Context: an optimization exercise on an open-source flow, tuned for small area and a short achievable clock period. The choices shown serve that exercise and are no tape-out recipe.
RTL that was checked went through simulation tests only; none was proved equivalent to the original.
Power figures rest on the tool's default switching activity, not on a simulated workload.

// avst_to_avmm_fifo
module avst_to_avmm_fifo #(
    parameter int DATA_W = 32,
    parameter int DEPTH  = 64,
    parameter int LVL_W  = $clog2(DEPTH) + 1
) (
    input  logic              clock,
    input  logic              reset_n,
    input  logic [DATA_W-1:0] sink_data,
    input  logic              sink_valid,
    output logic              sink_ready,
    input  logic [1:0]        mm_address,
    input  logic              mm_read,
    input  logic              mm_write,
    input  logic [31:0]       mm_writedata,
    output logic [DATA_W-1:0] mm_readdata,
    output logic              mm_waitrequest,
    output logic              irq
);
Size in the first run: roughly 3,600 cells after synthesis.
Settings: LEC_CHECK=0, CAP_MARGIN=20, CORE_MARGIN=2, CORE_UTILIZATION=55, CTS_CLUSTER_DIAMETER=80, CTS_CLUSTER_SIZE=32, PLACE_DENSITY=0.65, SETUP_SLACK_MARGIN=2.8, SLEW_MARGIN=20, SYNTH_HIERARCHICAL=1, SYNTH_MINIMUM_KEEP_SIZE=0; clock period 5.5 ns.
standard.sh (not shown) runs the stock make flow with config.mk's settings and CLKGATE_MAP_FILE= SYNTH_SCRIPT=/design/flow/synth_recipe.tcl, a recipe that flattens the netlist after the stock synthesis.
==> flow/flow/run.sh <==
#!/bin/bash
# The standard layout, with every port placed in one row on the bottom edge
# (flow/io.tcl), the Avalon-MM ports next to each other in the middle, and the
# port buffers made from plain buffers instead of delay cells.
set -euo pipefail
bash standard.sh IO_CONSTRAINTS="$PWD/flow/io.tcl" \
  BUFFER_PORTS_ARGS="-buffer_cell sky130_fd_sc_hd__buf_4" > standard.log 2>&1
==> flow/flow/io.tcl <==
# Place every port on the bottom edge, in one row, the Avalon-MM and control
# ports in the middle next to each other.
set block [ord::get_db_block]
set die [$block getDieArea]
set dbu [$block getDbUnitsPerMicron]
set x0 [expr {double([$die xMin]) / $dbu}]
set x1 [expr {double([$die xMax]) / $dbu}]
set order {}
for {set i 31} {$i >= 7} {incr i -1} { lappend order "mm_writedata\[$i\]" }
for {set i 0} {$i < 32} {incr i} { lappend order "sink_data\[$i\]" }
lappend order clock reset_n sink_valid sink_ready mm_read {mm_address[0]} {mm_address[1]} mm_write
for {set i 0} {$i < 7} {incr i} { lappend order "mm_writedata\[$i\]" }
lappend order mm_waitrequest irq
for {set i 0} {$i < 32} {incr i} { lappend order "mm_readdata\[$i\]" }
set pitch 1.38
set n [llength $order]
set start [expr {($x0 + $x1) / 2.0 - $pitch * ($n - 1) / 2.0}]
set start [expr {0.23 + 0.46 * round(($start - 0.23) / 0.46)}]
set i 0
foreach p $order {
  place_pin -pin_name $p -layer met2 -location [list [expr {$start + $i * $pitch}] 0] -force_to_die_boundary
  incr i
}
The first run completed with no timing, DRC or antenna violations.
Change:
- CTS_CLUSTER_DIAMETER: 80 -> 75
- CTS_CLUSTER_SIZE: 32 -> 30
Outcome:
- The new run completed with no timing, DRC or antenna violations
- worst setup slack gets better by 14 ps
- power goes up by 2.7%
- cell area goes up by 0.38%
- synthesized cell count is unchanged
- routed wire length barely changes
- area after synthesis does not change
- utilization goes up by 0.23 points
- worst hold slack gets worse by 21 ps
- global-route usage is about the same
Change:
--- a/flow/flow/run.sh
+++ b/flow/flow/run.sh
@@ -7 +7 @@
-  BUFFER_PORTS_ARGS="-buffer_cell sky130_fd_sc_hd__buf_4" > standard.log 2>&1
+  BUFFER_PORTS_ARGS="-buffer_cell sky130_fd_sc_hd__buf_2" > standard.log 2>&1
After rerunning:
- The changed run finished with timing, DRC and antenna clean
- routed wire length is higher by 3.3%
- total power barely changes
- global-route usage is higher by 0.63 points
- setup slack degrades by 91 ps
- design area is higher by 0.98%
- count of clock-buffer cells in the layout is higher by 1
- synthesized area does not change
- clock power is lower by 3.1%
Change:
--- a/flow/flow/run.sh
+++ b/flow/flow/run.sh
@@ -7 +7 @@
-  BUFFER_PORTS_ARGS="-buffer_cell sky130_fd_sc_hd__buf_2" > standard.log 2>&1
+  BUFFER_PORTS_ARGS="-buffer_cell sky130_fd_sc_hd__buf_4" > standard.log 2>&1
- CTS_CLUSTER_DIAMETER: 75 -> 70
- CTS_CLUSTER_SIZE: 30 -> 28
- SETUP_SLACK_MARGIN: 2.8 -> 2.7
Effect: Hold slack gets worse by 92 ps. Clock skew went down by 8.0 ps. Worst setup slack gets better by 48 ps. Via count went down by 1.2%. Power went up by 3.4%. Area after synthesis does not change.

* * *

== old ==
Another version of the RTL of avst_to_avmm_fifo (not shown whole).
Size: about 4200 cells after synthesis, roughly 2100 flip-flops, ~110 I/O pins, ~77000 um^2 of cells after synthesis.
// avst_to_avmm_fifo
module avst_to_avmm_fifo #(
    parameter int DATA_W = 32,
    parameter int DEPTH  = 64,
    parameter int LVL_W  = $clog2(DEPTH) + 1
) (
    input  logic              clock,
    input  logic              reset_n,
    input  logic [DATA_W-1:0] sink_data,
    input  logic              sink_valid,
    output logic              sink_ready,
    input  logic [1:0]        mm_address,
    input  logic              mm_read,
    input  logic              mm_write,
    input  logic [31:0]       mm_writedata,
    output logic [DATA_W-1:0] mm_readdata,
    output logic              mm_waitrequest,
    output logic              irq
);
    logic [DATA_W-1:0] head_data;
    logic [LVL_W-1:0]  level;
    logic              empty;
    logic              full;
    logic [LVL_W-1:0]  thresh_q, thresh_d;
    logic              irq_en_q, irq_en_d;
    logic              irq_pend_q, irq_pend_d;
    logic              blocked_q;
    logic              rd_data;
    logic              wr_thresh;
    logic              wr_ctrl;
  ...
==> flow/config.mk <==
export PLATFORM = sky130hd
export DESIGN_NAME = avst_to_avmm_fifo
export DESIGN_NICKNAME = avst_to_avmm_fifo
export VERILOG_FILES = /design/flow/design.v
export SDC_FILE = /design/flow/constraint.sdc
export NUM_CORES = 4
export LEC_CHECK = 0
export CAP_MARGIN = 20
export CORE_MARGIN = 2
export CORE_UTILIZATION = 40
export PLACE_DENSITY = 0.6
export SLEW_MARGIN = 20
==> flow/constraint.sdc <==
create_clock -name core_clock -period 5.5 [get_ports {clock}]
set_input_delay 1.1000 -clock core_clock [delete_from_list [all_inputs] [get_ports {clock}]]
set_output_delay 1.1000 -clock core_clock [all_outputs]
set_load 0.01 [all_outputs]
run.sh (not shown) runs the stock make flow with config.mk's settings and CLKGATE_MAP_FILE= SYNTH_SCRIPT=/design/flow/synth_recipe.tcl, a recipe that flattens the netlist after the stock synthesis.
Stock flow here: none of the scripts above is used.
#### Input delta (new over old)
Settings: SETUP_SLACK_MARGIN: unset -> 2.5; ABC_CLOCK_PERIOD_IN_PS: unset -> 3000.
- Re time the worst path needs with I/O delays and setup: new is 1.28 ns down on old.
- Relative max-transition margin in new vs old: up 11 points
- Per the comparison of new with old, cell area went up by 9.7%; wire length higher; number of cells on the critical path climbed 1.
Function was not checked in any run of this note: the RTL went through the layout flow alone.

* * *

before:
avst_to_avmm_fifo, a different RTL version from the one above (not shown whole).
Size: about 3600 cells after synthesis, about 75000 µm² of cells after synthesis.
==> flow/config.mk <==
export PLATFORM = sky130hd
export DESIGN_NAME = avst_to_avmm_fifo
export DESIGN_NICKNAME = avst_to_avmm_fifo
export VERILOG_FILES = /design/flow/design.v
export SDC_FILE = /design/flow/constraint.sdc
export NUM_CORES = 4
export LEC_CHECK = 0
export CAP_MARGIN = 20
export CORE_MARGIN = 2
export CORE_UTILIZATION = 55
export CTS_CLUSTER_DIAMETER = 70
export CTS_CLUSTER_SIZE = 28
export PLACE_DENSITY = 0.65
export SETUP_SLACK_MARGIN = 2.7
export SLEW_MARGIN = 20
export SYNTH_HIERARCHICAL = 1
export SYNTH_MINIMUM_KEEP_SIZE = 0
==> flow/constraint.sdc <==
create_clock -name core_clock -period 5.5 [get_ports {clock}]
set_input_delay 1.1000 -clock core_clock [delete_from_list [all_inputs] [get_ports {clock}]]
set_output_delay 1.1000 -clock core_clock [all_outputs]
set_load 0.01 [all_outputs]
standard.sh (not shown) runs the stock make flow with config.mk's settings and CLKGATE_MAP_FILE= SYNTH_SCRIPT=/design/flow/synth_recipe.tcl, a recipe that flattens the netlist after the stock synthesis.
==> flow/flow/run.sh <==
#!/bin/bash
# The standard layout, with every port placed in one row on the bottom edge
# (flow/io.tcl), the Avalon-MM ports next to each other in the middle, and the
# port buffers made from plain buffers instead of delay cells.
set -euo pipefail
bash standard.sh IO_CONSTRAINTS="$PWD/flow/io.tcl" \
  BUFFER_PORTS_ARGS="-buffer_cell sky130_fd_sc_hd__buf_4" > standard.log 2>&1
Scripts as last shown in full above: flow/flow/io.tcl
Per the final summary, before finished and its layout is clean on timing, DRC and antenna.
Setup changes, before to after
diff --git a/flow/config.mk b/flow/config.mk
--- a/flow/config.mk
+++ b/flow/config.mk
@@ -8,8 +8,8 @@
 export CAP_MARGIN = 20
 export CORE_MARGIN = 2
-export CORE_UTILIZATION = 55
+export CORE_UTILIZATION = 65
 export CTS_CLUSTER_DIAMETER = 70
 export CTS_CLUSTER_SIZE = 28
-export PLACE_DENSITY = 0.65
+export PLACE_DENSITY = 0.75
 export SETUP_SLACK_MARGIN = 2.7
 export SLEW_MARGIN = 20
Notes after the runs:
- Looking only at worst setup slack, and setting everything else aside, the higher value of after and before goes to before.
- after completed; timing, DRC and antenna clean
- Worst slew margin relative to its limit in after is 0.29 points below before.
- Taking after over before, the non-clock buffer count ratio works out to 0.919.

-- re-timing with driven ports --
In the flow no input, the clock included, has a driving cell. The finished layouts below were timed again as built, in two steps. Step 1 (the two cells are an assumption about what drives the block):
set clk [get_ports {clock}]
set_driving_cell -lib_cell sky130_fd_sc_hd__clkbuf_16 $clk
set_driving_cell -lib_cell sky130_fd_sc_hd__buf_2 [delete_from_list [all_inputs] $clk]
Step 2 adds t to the input delays and takes it off the output delays; t is the mean of the earliest and latest rising clock arrival at the registers after step 1. Input paths then give back, and output paths get back, about the clock's delay inside the block. Three values: ideal, step 1, step 2; two values: the first two.
| run | t, ns | slack for setup (ns) | worst data-port slew with drivers (ns) |
|---|---|---|---|
| the first run of note 1 | 0.780 | 2.646 / 2.397 / 2.066 | 0.35 |
| the second run of note 1 | 0.800 | 2.660 / 2.384 / 2.249 | 0.33 |
| the third run of note 1 | 0.810 | 2.570 / 2.370 / 2.295 | 0.26 |
| the fourth run of note 1 | 0.809 | 2.617 / 2.383 / 2.233 | 0.34 |
| old | 0.948 | 0.809 / 0.809 / 0.653 | 0.26 |
| new | 0.951 | 2.087 / 2.087 / 1.542 | 0.26 |
| before | 0.818 | 2.609 / 2.383 / 2.035 | 0.32 |
| after | 0.768 | 2.566 / 2.388 / 2.105 | 0.33 |
After both steps every run listed still meets setup and hold. For the first run of note 1, which loses most, drivers alone change the setup slack by -0.249 ns; drivers and shift together by -0.580 ns.
